What follows belongs to an exercise in optimizing a design on an open flow for small area and a short achievable clock period; a production flow would make more cautious choices.
Where RTL was checked, it was by simulation tests only, not by an equivalence proof against the original.

P:
// fp_mul_top
module fp_mul_top
(
  input  logic        clk,
  input  logic        reset,
  input  logic [2:0]  r_mode,  
  input  logic [31:0] fp_x,
  input  logic [31:0] fp_y,
  output logic [31:0] fp_z,
  output logic        ovrf,
  output logic        udrf
);
clock: 14.5 ns
lec_check: 0
abc_area: 1
cap_margin: 20
core_margin: 2
core_utilization: 40
setup_slack_margin: 5
slew_margin: 20
run.sh (not shown) runs the stock make flow with config.mk's settings and CLKGATE_MAP_FILE= SYNTH_SCRIPT=/design/flow/synth_recipe.tcl, a recipe that flattens the netlist after the stock synthesis.
### P -> Q
diff --git a/flow/config.mk b/flow/config.mk
--- a/flow/config.mk
+++ b/flow/config.mk
@@ -11,3 +11,3 @@
 export CORE_UTILIZATION = 40
-export SETUP_SLACK_MARGIN = 5
+export SETUP_SLACK_MARGIN = 4
 export SLEW_MARGIN = 20
[summary]
- Library cell contributing the largest single delay on the critical path = sky130_fd_sc_hd__fa_1: Q; library cell contributing the largest single delay on the critical path = sky130_fd_sc_hd__fa_2: P
- Compared with P, in Q wire length of the first global-routing pass lower; post-place setup slack roughly the same; final worst hold slack higher; number of non-clock inverters lower; global-route usage lower.
The following lists how R was set up differently from Q:
diff --git a/flow/config.mk b/flow/config.mk
--- a/flow/config.mk
+++ b/flow/config.mk
@@ -11,3 +11,3 @@
 export CORE_UTILIZATION = 40
-export SETUP_SLACK_MARGIN = 4
+export SETUP_SLACK_MARGIN = 3
 export SLEW_MARGIN = 20
## What came out
- The adder-cell area share of the yosys netlist was comparable across R and Q.
- Compared with Q, in R sequential share of layout area now sits at about the same level.
- Post-CTS repair timing setup buffer count (lower): R
- Post-cts sizing count ended up 37 lower on R than on Q.
- Initial antenna violation count: higher on Q
- The fraction of the cycle the final worst path needs in R sits 5.9 points above the value recorded for Q.
No run of this note included a check of the RTL's function; only the layout flow was run.

Another version of the RTL of fp_mul_top (not shown whole).
Size in the first run: about 34 flip-flops, about 100 I/O pins, roughly 16,000 sq um of cells after synthesis.
clock: 14.5 ns
lec_check: 0
abc_area: 1
cap_margin: 20
core_margin: 2
core_utilization: 40
setup_slack_margin: 5
slew_margin: 20
standard.sh (not shown) runs the stock make flow with config.mk's settings and CLKGATE_MAP_FILE= SYNTH_SCRIPT=/design/flow/synth_recipe.tcl, a recipe that flattens the netlist after the stock synthesis.
==> flow/flow/run.sh <==
#!/bin/bash
# Layout flow: the standard flow (standard.sh) with these changes:
#  - synthesis maps the design's fa_cell/ha_cell modules straight to the
#    library's full/half adder cells before flattening (ORFS's synth.tcl with
#    one techmap added after its hierarchy check), and skips Yosys's
#    extract_fa, so the rest of the adders are left to abc;
#  - abc maps with flow/abc.script, when the version has one;
#  - the port buffers are buf_2 cells instead of the default delay buffers;
#  - make variables from flow/extra_vars.txt, when the version has one.
set -euo pipefail
here=$(pwd)

sed -e 's#^hierarchy -check -top \$::env(DESIGN_NAME)$#&\ntechmap -map '"$here"'/flow/adder_cells.v#' \
    -e 's#^  extract_fa {\*}\[dont_use_extract_fa_args\]$#  \# extract_fa skipped#' \
  "$FLOW_HOME/scripts/synth.tcl" > "$here/synth_adders.tcl"
grep -q adder_cells.v "$here/synth_adders.tcl"
grep -q "extract_fa skipped" "$here/synth_adders.tcl"
if [[ -f "$here/flow/abc.script" ]]; then
  sed -i 's#^  log_cmd abc {\*}\$abc_args$#  log_cmd abc {*}[lreplace $abc_args 1 1 '"$here"'/flow/abc.script]#' "$here/synth_adders.tcl"
  grep -q "flow/abc.script" "$here/synth_adders.tcl"
fi
sed 's#source \$::env(SCRIPTS_DIR)/synth.tcl#source '"$here"'/synth_adders.tcl#' \
  "$here/synth_recipe.tcl" > "$here/synth_recipe_adders.tcl"
grep -q synth_adders.tcl "$here/synth_recipe_adders.tcl"
# extra make variables, from flow/extra_vars.txt if present (one NAME=value per line)
extra=""
if [[ -f "$here/flow/extra_vars.txt" ]]; then
  extra=$(grep -E '^[A-Z_]+=[^ ]+$' "$here/flow/extra_vars.txt" | tr '\n' ' ')
fi
sed -e 's#SYNTH_SCRIPT=[^ ]*#SYNTH_SCRIPT='"$here"'/synth_recipe_adders.tcl#' \
    -e 's#"\${@:-finish}"#'"$extra"'"${@:-finish}"#' \
  "$here/standard.sh" > "$here/standard_adders.sh"
grep -q synth_recipe_adders.tcl "$here/standard_adders.sh"

port_buffer=sky130_fd_sc_hd__buf_2
export BUFFER_PORTS_ARGS="-buffer_cell $port_buffer"
bash "$here/standard_adders.sh" > "$here/flow.log" 2>&1
==> flow/flow/adder_cells.v <==
// maps the design's fa_cell and ha_cell modules to the library adder cells
module fa_cell (input a, input b, input ci, output s, output co);
  sky130_fd_sc_hd__fa_1 _TECHMAP_REPLACE_ (.A(a), .B(b), .CIN(ci), .SUM(s), .COUT(co));
endmodule

module ha_cell (input a, input b, output s, output co);
  sky130_fd_sc_hd__ha_1 _TECHMAP_REPLACE_ (.A(a), .B(b), .SUM(s), .COUT(co));
endmodule
Then changed:
==> flow/flow/abc.script (new file) <==
strash
balance
rewrite
refactor
balance
rewrite
rewrite -z
balance
refactor -z
rewrite -z
balance
dch
map -B 0.9
topo
stime -c
buffer -c
upsize -c
dnsize -c
==> flow/flow/extra_vars.txt (new file) <==
SETUP_SLACK_MARGIN=5.2
--- a/flow/config.mk
+++ b/flow/config.mk
@@ -11 +11 @@
-export CORE_UTILIZATION = 40
+export CORE_UTILIZATION = 55
Effect: Worst setup slack is better by 0.22 ns; synthesized area fell by 2.2%; synthesized cell count climbs by 1.9%; sequential cell count is unchanged; wire length shrinks by 8.3%; final area is lower by 3.0%; clock-buffer cell count rises by 2.
Then changed:
==> flow/flow/abc.script (replaced) <==
strash
dc2
dch
map -B 0.9
topo
stime -c
buffer -c
upsize -c
dnsize -c
--- a/flow/config.mk
+++ b/flow/config.mk
@@ -11 +11 @@
-export CORE_UTILIZATION = 55
+export CORE_UTILIZATION = 40
removed: flow/flow/extra_vars.txt
Wire length goes up by 12%.
Setup slack loses 0.32 ns.
Final area is higher by 11%.

[static timing again, ports no longer ideal]
The results above use ideal ports. As a check the final layouts listed here were re-extracted and re-timed, cells and wires unchanged.
Step 1 sets driving cells, clkbuf_16 on the clock port and buf_2 on the other inputs (assumed; they add their load-dependent delay and slew).
Step 2 times the ports against the registers' clock, not the clock port: input delays grow and output delays shrink by t, the midpoint of the rising clock arrivals with the driver on.
a / b / c = ideal ports / drivers / drivers and shift; a / b = the first two.
run | t (ns) | slack for setup (ns) | worst hold slack (ns) | clock arrival spread, ns
P | 0.325 | 5.212 / 5.221 / 4.896 | 3.365 / 3.353 / 3.653 | 0.003 / 0.002
Q | 0.328 | 4.386 / 4.404 / 4.076 | 3.438 / 3.416 / 3.652 | 0.003 / 0.004
R | 0.327 | 3.529 / 3.547 / 3.220 | 3.431 / 3.411 / 3.651 | 0.004 / 0.004
the first run of note 2 | 0.321 | 5.290 / 5.288 / 4.967 | 3.061 / 3.052 / 3.309 | 0.010 / 0.009
the second run of note 2 | 0.301 | 5.508 / 5.521 / 5.220 | 3.009 / 2.998 / 3.300 | 0.005 / 0.005
the third run of note 2 | 0.301 | 5.191 / 5.196 / 4.895 | 3.035 / 3.027 / 3.311 | 0.005 / 0.005
After both steps setup and hold are still met in every run listed. The setup slack of the first run of note 2, which loses most, moves by -0.002 ns with the drivers and by -0.323 ns with both steps.
